This design comes from an exercise in tuning for small area and a short achievable clock period on the open sky130 flow, not from production work. Where RTL was checked, it was by simulation tests only, not by an equivalence proof against the original. Power and IR drop assume default switching activity.

Setup of run 1:
## id_stage_top
module id_stage_top (
	input  logic         clk,
	input  logic         rst_i,
	input  logic         inst_valid_i,
	input  logic [31:0]  pc_i,
	input  logic [31:0]  inst_i,
	input  logic [31:0]  rf_data1_i,
	input  logic [31:0]  rf_data2_i,
	input  logic [37:0]  ex_fwd_i,
	input  logic [37:0]  mem_fwd_i,
	input  logic         stall_i,
	output logic [11:0]  rf_read_o,
	output logic [32:0]  branch_o,
	output logic [155:0] id_ex_o
);
	logic       lui, auipc, jal, jalr, br, ld, st, opi, op, legal, re1, re2;
	logic [2:0] alusel_unused;
	inst_decoder u_dec (
		.inst_i  (inst_i),
		.lui_o   (lui),
		.auipc_o (auipc),
		.jal_o   (jal),
		.jalr_o  (jalr),
		.br_o    (br),
		.ld_o    (ld),
		.st_o    (st),
		.opi_o   (opi),
		.op_o    (op),
		.legal_o (legal),
		.re1_o   (re1),
		.re2_o   (re2),
		.alusel_o(alusel_unused)
	);
	logic [4:0] rs1, rs2;
	assign rs1 = inst_i[19:15];
	assign rs2 = inst_i[24:20];
	assign rf_read_o = {re1, re2, re1 ? rs1 : 5'd0, re2 ? rs2 : 5'd0};
	logic [31:0] imm_i, imm_s, imm_b, imm_u, imm_j, imm_sh;
	assign imm_i  = {{20{inst_i[31]}}, inst_i[31:20]};
	assign imm_s  = {{20{inst_i[31]}}, inst_i[31:25], inst_i[11:7]};
	assign imm_b  = {{20{inst_i[31]}}, inst_i[7], inst_i[30:25], inst_i[11:8], 1'b0};
	assign imm_u  = {inst_i[31:12], 12'b0};
	assign imm_j  = {{12{inst_i[31]}}, inst_i[19:12], inst_i[20], inst_i[30:21], 1'b0};
	assign imm_sh = {27'b0, inst_i[24:20]};
	logic        ex_we, mem_we;
	logic [4:0]  ex_a, mem_a;
	logic [31:0] ex_d, mem_d;
	assign {ex_we, ex_a, ex_d}    = ex_fwd_i;
	assign {mem_we, mem_a, mem_d} = mem_fwd_i;
	logic ex_ok, mem_ok;
	assign ex_ok  = ex_we  && ex_a  != 5'd0;
	assign mem_ok = mem_we && mem_a != 5'd0;
	logic ex_hit1, mem_hit1, ex_hit2, mem_hit2;
	assign ex_hit1  = ex_ok  && ex_a  == rs1;
	assign mem_hit1 = mem_ok && mem_a == rs1;
	assign ex_hit2  = ex_ok  && ex_a  == rs2;
	assign mem_hit2 = mem_ok && mem_a == rs2;
	logic f1_ex, f1_mem, f1_rf, f2_ex, f2_mem, f2_rf;
	assign f1_ex  = ex_hit1;
	assign f1_mem = !ex_hit1 && mem_hit1;
	assign f1_rf  = !ex_hit1 && !mem_hit1;
	assign f2_ex  = ex_hit2;
	assign f2_mem = !ex_hit2 && mem_hit2;
	assign f2_rf  = !ex_hit2 && !mem_hit2;
	logic [31:0] f1, f2;
	assign f1 = ({32{f1_ex}} & ex_d) | ({32{f1_mem}} & mem_d) | ({32{f1_rf}} & rf_data1_i);
  ...
Size: about 1500 cells after synthesis, ~410 I/O pins, roughly 9800 um2 of cells after synthesis.
export LEC_CHECK = 0
export ABC_AREA = 1
export CAP_MARGIN = 20
export CORE_MARGIN = 2
export CORE_UTILIZATION = 40
export GPL_ROUTABILITY_DRIVEN = 0
export SETUP_SLACK_MARGIN = 3.0
export SLEW_MARGIN = 20
create_clock -name core_clock -period 12.0 [get_ports {clk}]
standard.sh (not shown) runs the stock make flow with config.mk's settings and CLKGATE_MAP_FILE= SYNTH_SCRIPT=/design/flow/synth_recipe.tcl, a recipe that flattens the netlist after the stock synthesis.
==> flow/flow/run.sh <==
#!/bin/bash
# Standard ORFS layout with two changes: the cell that buffer_ports puts on
# every input and output port (a plain buffer instead of the default
# delay-buffer choice), and clock tree synthesis without dummy load cells.
# Every tool's output goes to orfs/logs and flow.log.
set -euo pipefail
export BUFFER_PORTS_ARGS="-buffer_cell sky130_fd_sc_hd__buf_1"
export CTS_ARGS="-sink_clustering_enable -repair_clock_nets -dont_use_dummy_load"
bash standard.sh finish > flow.log 2>&1
Input changes introduced in run 2 (baseline for comparison: run 1):
Settings: removing GPL_ROUTABILITY_DRIVEN (formerly 0).
==> flow/flow/run.sh <==
#!/bin/bash
# Standard ORFS layout; the only change is the cell that buffer_ports puts
# on every input and output port (a plain buffer instead of the default
# delay-buffer choice). Every tool's output goes to orfs/logs and flow.log.
set -euo pipefail
export BUFFER_PORTS_ARGS="-buffer_cell sky130_fd_sc_hd__buf_1"
bash standard.sh finish > flow.log 2>&1
==> comparison <==
- Compared to run 1, run 2 has routed wire length about 2.7% higher.
- The number of antenna violations at the first check in global routing number comes out lower for run 2 vs run 1.
- Delta (run 2 minus run 1): final instance area closely matched the old numbers, area of the multi-input gates did not really move.
- Share of the final layout cell area in multi-input gates, run 1 and run 2, lower one = run 2.
- Run 2 does better than run 1 on worst setup slack after layout.
- The higher critical path depth in cells of run 1 and run 2 is in run 2.
- | core utilization of the finished layout | run 1 vs run 2 | ≈ equal |
Here is what was changed in the inputs of run 3 compared with run 2.
Settings: PLACE_DENSITY: unset -> 0.65; CORE_UTILIZATION: 40 -> 45.
### Flow results
Result for run 2 and run 3: all clean
Re number of top-level pins: no difference whatsoever between run 2 and run 3.
Row initial cell density of the core: run 3 higher / run 2 lower
For the sum of met3 wire segment lengths after detailed routing, run 3 came in 1100 um higher than run 2 did.
Run 3 improves on run 2 in final area.
Count of filler cells inserted in the layout in run 3 vs run 2: down 467
Run 3 vs. run 2: least setup slack across all paths after layout decreased 45 ps; part of the Yosys area used for sequential elements about even; number of antenna violations at the first check in global routing essentially unchanged.
When run 3 is measured against run 2, its wire length on met1 turns out 4.6% lower.
Via count grows slightly when moving from run 2 to run 3.
Inputs modified between run 3 and run 4:
Settings: CORE_UTILIZATION now 40, was 45; PLACE_DENSITY no longer set, was 0.65; SETUP_SLACK_MARGIN now 3.4, was 3.0.
### Flow results
Comparing run 3 against run 4, there is no change at all in maximum level of the CTS H-tree. Run 4 has met1 usage below what run 3 had. Final worst-path setup slack, run 3 and run 4: lower on run 3. When run 4 is set beside run 3, its share of the clock period used by the worst path after layout turns out to be 1.5 points smaller.

---

id_stage_top again, from the RTL that the note above started with.
Settings: LEC_CHECK=0, ABC_AREA=1, CAP_MARGIN=20, CORE_MARGIN=2, CORE_UTILIZATION=40, SETUP_SLACK_MARGIN=3.0, SLEW_MARGIN=20; clock period 12.0 ns.
==> flow/flow/run.sh <==
#!/bin/bash
# Standard ORFS layout with two changes: the cell that buffer_ports puts on
# every input and output port (a plain buffer instead of the default
# delay-buffer choice), and clock tree synthesis without dummy load cells.
# Every tool's output goes to orfs/logs and flow.log.
set -euo pipefail
export BUFFER_PORTS_ARGS="-buffer_cell sky130_fd_sc_hd__buf_1"
export CTS_ARGS="-sink_clustering_enable -repair_clock_nets -dont_use_dummy_load"
bash standard.sh finish > flow.log 2>&1
Edit:
Settings changed: SETUP_SLACK_MARGIN 3.0 to 2.8.
Synthesized cell count stays the same.
Routed wire length barely changes.
Maximum frequency falls by 2.7%.
Edit:
Settings changed: SETUP_SLACK_MARGIN 2.8 to 3.15.
Flip-flop and latch count does not change.
Total power rose by 2.1%.
Wire length rose by 1.8%.

---

id_stage_top, a different RTL version from the one above (not shown whole).
For scale: ~1600 cells after synthesis, ~97 flip-flops, roughly 410 I/O pins, roughly 11000 µm² of cells after synthesis.
==> flow/design.v (excerpt) <==
module id_stage_top (
	input  logic         clk,
	input  logic         rst_i,
	input  logic         inst_valid_i,
	input  logic [31:0]  pc_i,
	input  logic [31:0]  inst_i,
	input  logic [31:0]  rf_data1_i,
	input  logic [31:0]  rf_data2_i,
	input  logic [37:0]  ex_fwd_i,
	input  logic [37:0]  mem_fwd_i,
	input  logic         stall_i,
	output logic [11:0]  rf_read_o,
	output logic [32:0]  branch_o,
	output logic [155:0] id_ex_o
);
	logic       lui, auipc, jal, jalr, br, ld, st, opi, op, legal, re1, re2;
	logic [2:0] alusel_unused;
	inst_decoder u_dec (
		.inst_i  (inst_i),
		.lui_o   (lui),
		.auipc_o (auipc),
		.jal_o   (jal),
		.jalr_o  (jalr),
		.br_o    (br),
		.ld_o    (ld),
		.st_o    (st),
		.opi_o   (opi),
		.op_o    (op),
		.legal_o (legal),
		.re1_o   (re1),
		.re2_o   (re2),
		.alusel_o(alusel_unused)
	);
	logic [4:0] rs1, rs2;
	assign rs1 = inst_i[19:15];
	assign rs2 = inst_i[24:20];
	assign rf_read_o = {re1, re2, re1 ? rs1 : 5'd0, re2 ? rs2 : 5'd0};
	logic [31:0] imm_i, imm_s, imm_b, imm_u, imm_j, imm_sh;
	assign imm_i  = {{20{inst_i[31]}}, inst_i[31:20]};
	assign imm_s  = {{20{inst_i[31]}}, inst_i[31:25], inst_i[11:7]};
	assign imm_b  = {{20{inst_i[31]}}, inst_i[7], inst_i[30:25], inst_i[11:8], 1'b0};
	assign imm_u  = {inst_i[31:12], 12'b0};
	assign imm_j  = {{12{inst_i[31]}}, inst_i[19:12], inst_i[20], inst_i[30:21], 1'b0};
	assign imm_sh = {27'b0, inst_i[24:20]};
	logic        ex_we, mem_we;
	logic [4:0]  ex_a, mem_a;
	logic [31:0] ex_d, mem_d;
	assign {ex_we, ex_a, ex_d}    = ex_fwd_i;
	assign {mem_we, mem_a, mem_d} = mem_fwd_i;
	logic ex_ok, mem_ok;
	assign ex_ok  = ex_we  && ex_a  != 5'd0;
	assign mem_ok = mem_we && mem_a != 5'd0;
	logic ex_hit1, mem_hit1, ex_hit2, mem_hit2;
	assign ex_hit1  = ex_ok  && ex_a  == rs1;
	assign mem_hit1 = mem_ok && mem_a == rs1;
	assign ex_hit2  = ex_ok  && ex_a  == rs2;
	assign mem_hit2 = mem_ok && mem_a == rs2;
	logic f1_ex, f1_mem, f1_rf, f2_ex, f2_mem, f2_rf;
	assign f1_ex  = ex_hit1;
	assign f1_mem = !ex_hit1 && mem_hit1;
	assign f1_rf  = !ex_hit1 && !mem_hit1;
	assign f2_ex  = ex_hit2;
	assign f2_mem = !ex_hit2 && mem_hit2;
	assign f2_rf  = !ex_hit2 && !mem_hit2;
	logic [31:0] f1, f2;
	assign f1 = ({32{f1_ex}} & ex_d) | ({32{f1_mem}} & mem_d) | ({32{f1_rf}} & rf_data1_i);
	assign f2 = ({32{f2_ex}} & ex_d) | ({32{f2_mem}} & mem_d) | ({32{f2_rf}} & rf_data2_i);
	logic eq, lt, cond;
  ...
export LEC_CHECK = 0
export ABC_AREA = 1
export CAP_MARGIN = 20
export CORE_MARGIN = 2
export CORE_UTILIZATION = 40
export SETUP_SLACK_MARGIN = 3.5
export SLEW_MARGIN = 20
create_clock -name core_clock -period 12.0 [get_ports {clk}]
==> flow/flow/run.sh <==
#!/bin/bash
# Standard ORFS layout; the only change is the cell that buffer_ports puts
# on every input and output port (a plain buffer instead of the default
# delay-buffer choice). Every tool's output goes to orfs/logs and flow.log.
set -euo pipefail
export BUFFER_PORTS_ARGS="-buffer_cell sky130_fd_sc_hd__buf_1"
bash standard.sh finish > flow.log 2>&1
The baseline finished with timing, DRC and antenna clean.
Edit:
- SETUP_SLACK_MARGIN: 3.5 -> 3.0
After rerunning: Non-clock buffer count came out lower by 40. First-iteration DRC count came out higher slightly. Total power came out lower by a few percent. Hold slack barely changes. Cell area came out lower by a few percent. Via count came out lower slightly. Area after synthesis is unchanged. Wire length came out lower by a few percent.
Function was not checked in any run of this note: the RTL went through the layout flow alone.

-- what the ideal ports hide --
How much do the figures lean on ideal ports? The routed layouts below were timed once more, with nothing changed but the port constraints.
Step 1: set_driving_cell puts a clkbuf_16 on clk and a buf_2 on each other input, an assumption about the parent block.
Step 2 also shifts input and output timing later by t, the mid clock arrival at the registers, as if the neighbouring blocks saw the same clock.
Three values: ideal ports, drivers, drivers and shift; two values: the first two.
run | t (ns) | slack for setup (ns) | hold slack, ns | pins driven straight from the clock port
run 1 | 0.407 | 3.096 / 3.069 / 3.069 | 0.463 / 0.463 / 0.463 | 1
run 2 | 0.404 | 3.223 / 3.200 / 3.200 | 0.469 / 0.469 / 0.469 | 1
run 3 | 0.406 | 3.178 / 3.147 / 3.147 | 0.475 / 0.475 / 0.475 | 1
run 4 | 0.407 | 3.362 / 3.312 / 3.312 | 0.470 / 0.470 / 0.470 | 1
the first run of note 2 | 0.395 | 3.187 / 3.167 / 3.167 | 0.468 / 0.468 / 0.468 | 1
the second run of note 2 | 0.396 | 2.942 / 2.919 / 2.919 | 0.468 / 0.468 / 0.468 | 1
the third run of note 2 | 0.399 | 3.291 / 3.268 / 3.268 | 0.469 / 0.469 / 0.469 | 1
the first run of note 3 | 0.414 | 3.637 / 3.606 / 3.606 | 0.468 / 0.468 / 0.468 | 1
the second run of note 3 | 0.412 | 3.235 / 3.214 / 3.214 | 0.468 / 0.468 / 0.468 | 1
After both steps setup and hold are still met in every run listed. For run 4, which loses most, drivers alone change the setup slack by -0.050 ns; drivers and shift together by -0.050 ns.
